Context: an optimization exercise on an open-source flow, tuned for small area, a short achievable clock period and few clock cycles per item. The choices shown serve that exercise and are no tape-out recipe.
Only simulation tests tie the RTL to the original design; equivalence was not proved.

## job 3383
Design muldiv_ctrl, start of the top module:
module muldiv_ctrl (
  input  logic            clk,
  input  logic            resetn,
  input  logic            op_valid,
  input  logic [1:0]      mult,
  input  logic [1:0]      div,
  input  logic [1:0]      mfhl,
  input  logic [1:0]      mthl,
  input  logic [XLEN-1:0] src_a,
  input  logic [XLEN-1:0] src_b,
  input  logic            flush,
  output logic            stall,
  output logic            busy,
  output logic [XLEN-1:0] hi,
  output logic [XLEN-1:0] lo,
  output logic [XLEN-1:0] mf_data
);
Size: ~3,400 cells after synthesis, ~180 flip-flops, ~170 I/O pins.
Settings: LEC_CHECK=0, ABC_AREA=1, CAP_MARGIN=20, CORE_MARGIN=2, CORE_UTILIZATION=40, SETUP_SLACK_MARGIN=4.5, SLEW_MARGIN=20; clock period 10.0 ns.
run.sh (not shown) runs the stock make flow with config.mk's settings and CLKGATE_MAP_FILE= SYNTH_SCRIPT=/design/flow/synth_recipe.tcl, a recipe that flattens the netlist after the stock synthesis.
Testbench counts of job 3383, summed over its fixed seeds: cycles 13,461, items 4,800.
## Diff of input files: job 9660 against job 3383
Settings: ABC_AREA removed (was 1); ABC_CLOCK_PERIOD_IN_PS newly set to 4500; SETUP_SLACK_MARGIN changed from 4.5 to 5.
### Flow results
The count of clock-buffer cells in the layout in job 9660 sits 3 below the value recorded for job 3383. On total wire length after detailed routing, job 3383 and job 9660 are basically level. On initial core utilization, job 3383 and job 9660 are neck and neck. Looking at setup slack across both flows, job 9660 is the weaker of the two, with job 3383 ahead. | adder-cell area share of the yosys netlist | job 9660 vs job 3383 | 0.66 points lower |. Final clock period utilization by the worst path: job 9660 vs job 3383 up 2.8 points. In the tables for job 3383 and job 9660, critical path depth reads higher with job 3383. In job 9660, the share of final layout cell area taken by non-clock buffers came out 3.0 points above the value in job 3383.
diff inputs: job 9660 => job 4004
Settings: a change of SETUP_SLACK_MARGIN from 5 to 4; a change of ABC_CLOCK_PERIOD_IN_PS from 4500 to 5000.
Results
Sort job 9660 and job 4004 by ratio of final minimum period to clock period desc -> top: job 4004. What job 9660 reported for number of cells traversed by the worst register-to-register path has to be multiplied by 0.917 to get the figure for job 4004. The classification of the worst setup path comes out in2reg in one run and reg2reg in the other, namely in job 4004 and job 9660 respectively. The clock skew of job 4004 was inferior to that of job 9660.

* * *

job 674:
muldiv_ctrl again, from the RTL that the note above started with.
clock: 10.0 ns
lec_check: 0
abc_area: 1
cap_margin: 20
core_margin: 2
core_utilization: 40
setup_slack_margin: 4
slew_margin: 20
In summary, job 674 completed successfully, with a layout that passed the timing, design-rule and antenna checks.
Testbench counts of job 674, summed over its fixed seeds: cycles 13,461, items 4,800.
What job 8839 does differently from job 674 at the input level:
# job 674
export LEC_CHECK = 0
export ABC_AREA = 1
export CAP_MARGIN = 20
export CORE_MARGIN = 2
export CORE_UTILIZATION = 40
export SETUP_SLACK_MARGIN = 4
export SLEW_MARGIN = 20
create_clock -name core_clock -period 10.0 [get_ports {clk}]
# job 8839
export LEC_CHECK = 0
export ABC_AREA = 1
export CAP_MARGIN = 20
export CORE_MARGIN = 2
export CORE_UTILIZATION = 40
export SETUP_SLACK_MARGIN = 4
export SLEW_MARGIN = 20
export TNS_END_PERCENT = 10
create_clock -name core_clock -period 10.0 [get_ports {clk}]
==> summary.txt <==
Clock skew deteriorates in job 8839 relative to job 674. Between job 8839 and job 674, the portion of the clock cycle consumed by the worst path in the final layout is lower for job 674. Number of port buffers of job 8839 is on par with job 674. In terms of first-pass GRT wire length, job 674 and job 8839 differ only marginally. Summary of job 8839 over job 674: final wirelength closely matched the old numbers, routed length per instance closely matched the old numbers. Design area delta (job 8839 − job 674): favourable. Job 8839 and job 674 ended up with nearly the same cell count.
Input changes introduced in job 6471 (baseline for comparison: job 8839):
# job 8839
export LEC_CHECK = 0
export ABC_AREA = 1
export CAP_MARGIN = 20
export CORE_MARGIN = 2
export CORE_UTILIZATION = 40
export SETUP_SLACK_MARGIN = 4
export SLEW_MARGIN = 20
export TNS_END_PERCENT = 10
create_clock -name core_clock -period 10.0 [get_ports {clk}]
# job 6471
export LEC_CHECK = 0
export ABC_AREA = 1
export CAP_MARGIN = 20
export CORE_MARGIN = 2
export CORE_UTILIZATION = 40
export SETUP_SLACK_MARGIN = 4
export SLEW_MARGIN = 20
create_clock -name core_clock -period 10.0 [get_ports {clk}]
==> flow/flow/run.sh (new file) <==
#!/bin/bash
# Layout: the standard flow (standard.sh), with two resizer settings changed:
# MATCH_CELL_FOOTPRINT=0 lets sizing pick any drive strength of a cell, and the
# port buffers are plain buffers (buf_2) instead of delay cells.  Every port
# still gets its buffer.  The full make output goes to standard_flow.log.
set -euo pipefail
bash standard.sh MATCH_CELL_FOOTPRINT=0 "BUFFER_PORTS_ARGS=-buffer_cell sky130_fd_sc_hd__buf_2" finish > standard_flow.log 2>&1
==> flow/standard.sh (new file) <==
#!/bin/bash
# synth_recipe.tcl (not shown) runs the flow's synth.tcl, then flattens the netlist and writes it again
# the make line also repeats each setting of config.mk as NAME=value (left out here)
make -C /OpenROAD-flow-scripts/flow DESIGN_CONFIG=/design/flow/config.mk WORK_HOME=/design/flow/orfs CLKGATE_MAP_FILE= SYNTH_SCRIPT=/design/flow/synth_recipe.tcl "${@:-finish}"
removed: flow/run.sh
### Flow results
Across job 6471 and job 8839, the outcome is the same: a clean finish for every run.
Count of clock-buffer cells in the layout (job 6471 over job 8839): decrease, 1
Global-route wire length before repair: job 6471 and job 8839 compared, lower one is job 6471
On synthesis-to-finish area growth, the lower figure sits with job 6471, not job 8839.
In the reports for job 6471 and job 8839, the larger detailed-route wire length on metal 1 belongs to job 6471.
The lower least setup slack across all paths after layout came out of job 8839.
The final routed wirelength across all metal layers of job 6471 and that of job 8839 are within noise of each other.
Re count of mapped cells out of synthesis: no difference whatsoever between job 6471 and job 8839.
Job 6471 contains more vias than job 8839.
diff inputs: job 6471 => job 3666
# job 6471
export LEC_CHECK = 0
export ABC_AREA = 1
export CAP_MARGIN = 20
export CORE_MARGIN = 2
export CORE_UTILIZATION = 40
export SETUP_SLACK_MARGIN = 4
export SLEW_MARGIN = 20
create_clock -name core_clock -period 10.0 [get_ports {clk}]
# job 3666
export LEC_CHECK = 0
export ABC_AREA = 1
export CAP_MARGIN = 20
export CORE_MARGIN = 2
export CORE_UTILIZATION = 40
export SETUP_SLACK_MARGIN = 5
export SLEW_MARGIN = 20
create_clock -name core_clock -period 10.0 [get_ports {clk}]
## What came out
Job 3666 vs job 6471: critical path arrival down in job 3666.

==> afterwards: timing with drivers on the ports <==
In the flow no input, the clock included, has a driving cell. The finished layouts below were timed again as built, in two steps.
Step 1 (the two cells are an assumption about what drives the block):
set clk [get_ports {clk}]
set_driving_cell -lib_cell sky130_fd_sc_hd__clkbuf_16 $clk
set_driving_cell -lib_cell sky130_fd_sc_hd__buf_2 [delete_from_list [all_inputs] $clk]
Step 2, shift: input delay + t, output delay - t, t = (earliest + latest rising clock arrival at the registers) / 2. This alone moves slack from input paths to output paths.
a / b / c = ideal ports / drivers / drivers and shift; a / b = the first two.
run | t (ns) | slack for setup (ns) | worst setup path after step 2 | clock arrival spread, ns | slew at the worst register clock pin (ns)
job 3383 | 0.551 | 4.408 / 4.408 / 3.965 | input to register | 0.021 / 0.020 | 0.08 / 0.08
job 9660 | 0.560 | 4.132 / 4.132 / 4.132 | register to register | 0.012 / 0.012 | 0.08 / 0.08
job 4004 | 0.573 | 3.987 / 4.013 / 3.443 | input to register | 0.024 / 0.024 | 0.09 / 0.09
job 674 | 0.558 | 4.048 / 4.048 / 3.568 | input to register | 0.024 / 0.024 | 0.09 / 0.09
job 8839 | 0.558 | 3.941 / 3.941 / 3.496 | input to register | 0.028 / 0.029 | 0.09 / 0.09
job 6471 | 0.568 | 4.103 / 4.103 / 3.607 | input to register | 0.024 / 0.025 | 0.09 / 0.09
job 3666 | 0.580 | 4.392 / 4.392 / 4.357 | input to register | 0.022 / 0.022 | 0.09 / 0.09
After both steps every run listed still meets setup and hold. The setup slack of job 4004, which loses most, moves by +0.026 ns with the drivers and by -0.544 ns with both steps.
